Context: an optimization exercise on an open-source flow, tuned for small area. The choices shown serve that exercise and are no tape-out recipe. Function was checked by simulation only, so behaviour that the tests miss may differ from the original.

== job 101 ==
==> flow/design.v (excerpt) <==
module wb_regfile
#(
  parameter int DATA_W = mips_pkg::DATA_W_DEF,
  parameter int ADDR_W = mips_pkg::ADDR_W_DEF,
  parameter bit BYPASS = 1'b1
) (
  input  logic              clock,
  input  logic              reset,
  input  logic              memtoreg,
  input  logic              regwrite,
  input  logic [DATA_W-1:0] read_data,
  input  logic [DATA_W-1:0] alu_result,
  input  logic [ADDR_W-1:0] write_reg,
  input  logic [ADDR_W-1:0] rs_addr,
  input  logic [ADDR_W-1:0] rt_addr,
  output logic [DATA_W-1:0] rs_data,
  output logic [DATA_W-1:0] rt_data,
  output logic [DATA_W-1:0] wb_data,
  output logic              wb_valid,
  input  logic [ADDR_W-1:0] dbg_addr,
  output logic [DATA_W-1:0] dbg_data,
  output logic [31:0]       commit_count
);
Size in the first run: about 2900 cells after synthesis, about 0.046 mm^2 of cells after synthesis.
clock: 6.0 ns
lec_check: 0
cap_margin: 10
cell_pad_in_sites_detail_placement: 1
cell_pad_in_sites_global_placement: 1
core_margin: 2
core_utilization: 33
slew_margin: 10
synth_hierarchical: 1
synth_minimum_keep_size: 0
standard.sh (not shown) runs the stock make flow with config.mk's settings and CLKGATE_MAP_FILE= SYNTH_SCRIPT=/design/flow/synth_recipe.tcl, a recipe that flattens the netlist after the stock synthesis.
==> flow/flow/run.sh <==
#!/bin/bash
# Standard ORFS layout, with clock tree synthesis run without dummy loads,
# and global routing steered off met1/met2.
FLOWDIR=$(cd "$(dirname "$0")" && pwd)
bash standard.sh \
  CTS_ARGS="-sink_clustering_enable -repair_clock_nets -dont_use_dummy_load" \
  FASTROUTE_TCL="$FLOWDIR/fastroute.tcl" \
  finish > standard.log 2>&1
==> flow/flow/fastroute.tcl <==
# Global routing layers as the platform sets them, with less of met1 and met2
# offered to the global router so that more wiring goes to met3 and met4.
set_global_routing_layer_adjustment $::env(MIN_ROUTING_LAYER)-$::env(MAX_ROUTING_LAYER) 0.2
set_global_routing_layer_adjustment met1 0.6
set_global_routing_layer_adjustment met2 0.5

set_routing_layers -clock $::env(MIN_CLK_ROUTING_LAYER)-$::env(MAX_ROUTING_LAYER)
set_routing_layers -signal $::env(MIN_ROUTING_LAYER)-$::env(MAX_ROUTING_LAYER)
Although it ran to completion, job 101 produced a layout that fails the final checks because of setup timing.
> inputs changed (job 101 -> job 102)
==> flow/flow/run.sh <==
#!/bin/bash
# Standard ORFS layout, with the port buffers made of the smallest buffer,
# clock tree synthesis run with smaller clock buffers, larger sink clusters
# and without dummy loads, and global routing steered off met1/met2.
FLOWDIR=$(cd "$(dirname "$0")" && pwd)
bash standard.sh \
  BUFFER_PORTS_ARGS="-buffer_cell sky130_fd_sc_hd__buf_1" \
  CTS_ARGS="-sink_clustering_enable -repair_clock_nets -dont_use_dummy_load -buf_list sky130_fd_sc_hd__clkbuf_8 -sink_clustering_size 32 -sink_clustering_max_diameter 100" \
  FASTROUTE_TCL="$FLOWDIR/fastroute.tcl" \
  RECOVER_POWER=100 \
  finish > standard.log 2>&1
==> flow/config.mk <==
export PLATFORM = sky130hd
export DESIGN_NAME = wb_regfile
export DESIGN_NICKNAME = wb_regfile
export VERILOG_FILES = /design/flow/design.v
export SDC_FILE = /design/flow/constraint.sdc
export NUM_CORES = 4
export LEC_CHECK = 0
export CAP_MARGIN = 5
export CELL_PAD_IN_SITES_DETAIL_PLACEMENT = 1
export CELL_PAD_IN_SITES_GLOBAL_PLACEMENT = 1
export CORE_MARGIN = 2
export CORE_UTILIZATION = 50
export SLEW_MARGIN = 5
export SYNTH_HIERARCHICAL = 1
export SYNTH_MINIMUM_KEEP_SIZE = 0
==> comparison <==
- Taking job 101 as the reference, in job 102 I/O pin total barely changed, HPWL reported at the end of detailed placement shows a reduction of 7.2%.
- Post-place setup slack for job 102 is higher than for job 101.
- Vertical die dimension came out lower on job 102 than on job 101.
- Job 102 has weighted congestion reported at the end of routability-driven placement above what job 101 had.
- Job 102: it failed during 5_1_grt, and the tool reported GRT-0116.
- [job 102 vs job 101] initial core utilization: higher in job 102
- On number of buffers between clock root and the deepest sink, job 102 and job 101 are basically level.
- When job 102 is measured against job 101, its number of levels the H-tree was split into turns out 1 lower.
The inputs of job 103 differ from those of job 102 as listed below.
==> flow/flow/run.sh <==
#!/bin/bash
# Standard ORFS layout, with the port buffers made of the smallest buffer,
# clock tree synthesis run without dummy loads and with larger sink clusters, and global routing steered
# off met1/met2.
FLOWDIR=$(cd "$(dirname "$0")" && pwd)
bash standard.sh \
  BUFFER_PORTS_ARGS="-buffer_cell sky130_fd_sc_hd__buf_1" \
  CTS_ARGS="-sink_clustering_enable -repair_clock_nets -dont_use_dummy_load -buf_list sky130_fd_sc_hd__clkbuf_16 -sink_clustering_size 16 -sink_clustering_max_diameter 80" \
  FASTROUTE_TCL="$FLOWDIR/fastroute.tcl" \
  finish > standard.log 2>&1
==> flow/config.mk <==
export PLATFORM = sky130hd
export DESIGN_NAME = wb_regfile
export DESIGN_NICKNAME = wb_regfile
export VERILOG_FILES = /design/flow/design.v
export SDC_FILE = /design/flow/constraint.sdc
export NUM_CORES = 4
export LEC_CHECK = 0
export CAP_MARGIN = 10
export CELL_PAD_IN_SITES_DETAIL_PLACEMENT = 1
export CELL_PAD_IN_SITES_GLOBAL_PLACEMENT = 1
export CORE_MARGIN = 2
export CORE_UTILIZATION = 33
export SLEW_MARGIN = 10
export SYNTH_HIERARCHICAL = 1
export SYNTH_MINIMUM_KEEP_SIZE = 0
## What came out
Apart from job 102, each of job 103 and job 102 ends the flow with a layout that passes the timing, DRC and antenna checks.
Status: job 102 FAILED at 5_1_grt (tool error)
Diff job 102 -> job 103: floorplan die width now sits higher; post-place instance area now sits higher; total placed cells including tap cells now sits higher.
Compared with job 102, job 103 shows a higher height of the die.

[re-timing with driven ports]
Ports are ideal in the flow. The routed layouts listed here were re-timed in OpenROAD. Step 1: set_driving_cell puts a clkbuf_16 on clock and a buf_2 on each other input, an assumption about the parent block. Step 2 moves the port delays by t, midway between the first and last clock arrival at a register: inputs arrive t later, outputs are due t later. That takes back most of the time a late clock gives input paths. a / b / c = ideal ports / drivers / drivers and shift; a / b = the first two.
run | t, ns | setup slack, ns | worst hold slack (ns)
job 101 | 0.842 | -0.072 / -0.098 / -0.098 | 0.496 / 0.496 / 0.496
job 103 | 0.774 | 0.366 / 0.294 / 0.294 | 0.469 / 0.469 / 0.469
For job 103, which loses most, drivers alone change the setup slack by -0.072 ns; drivers and shift together by -0.072 ns.
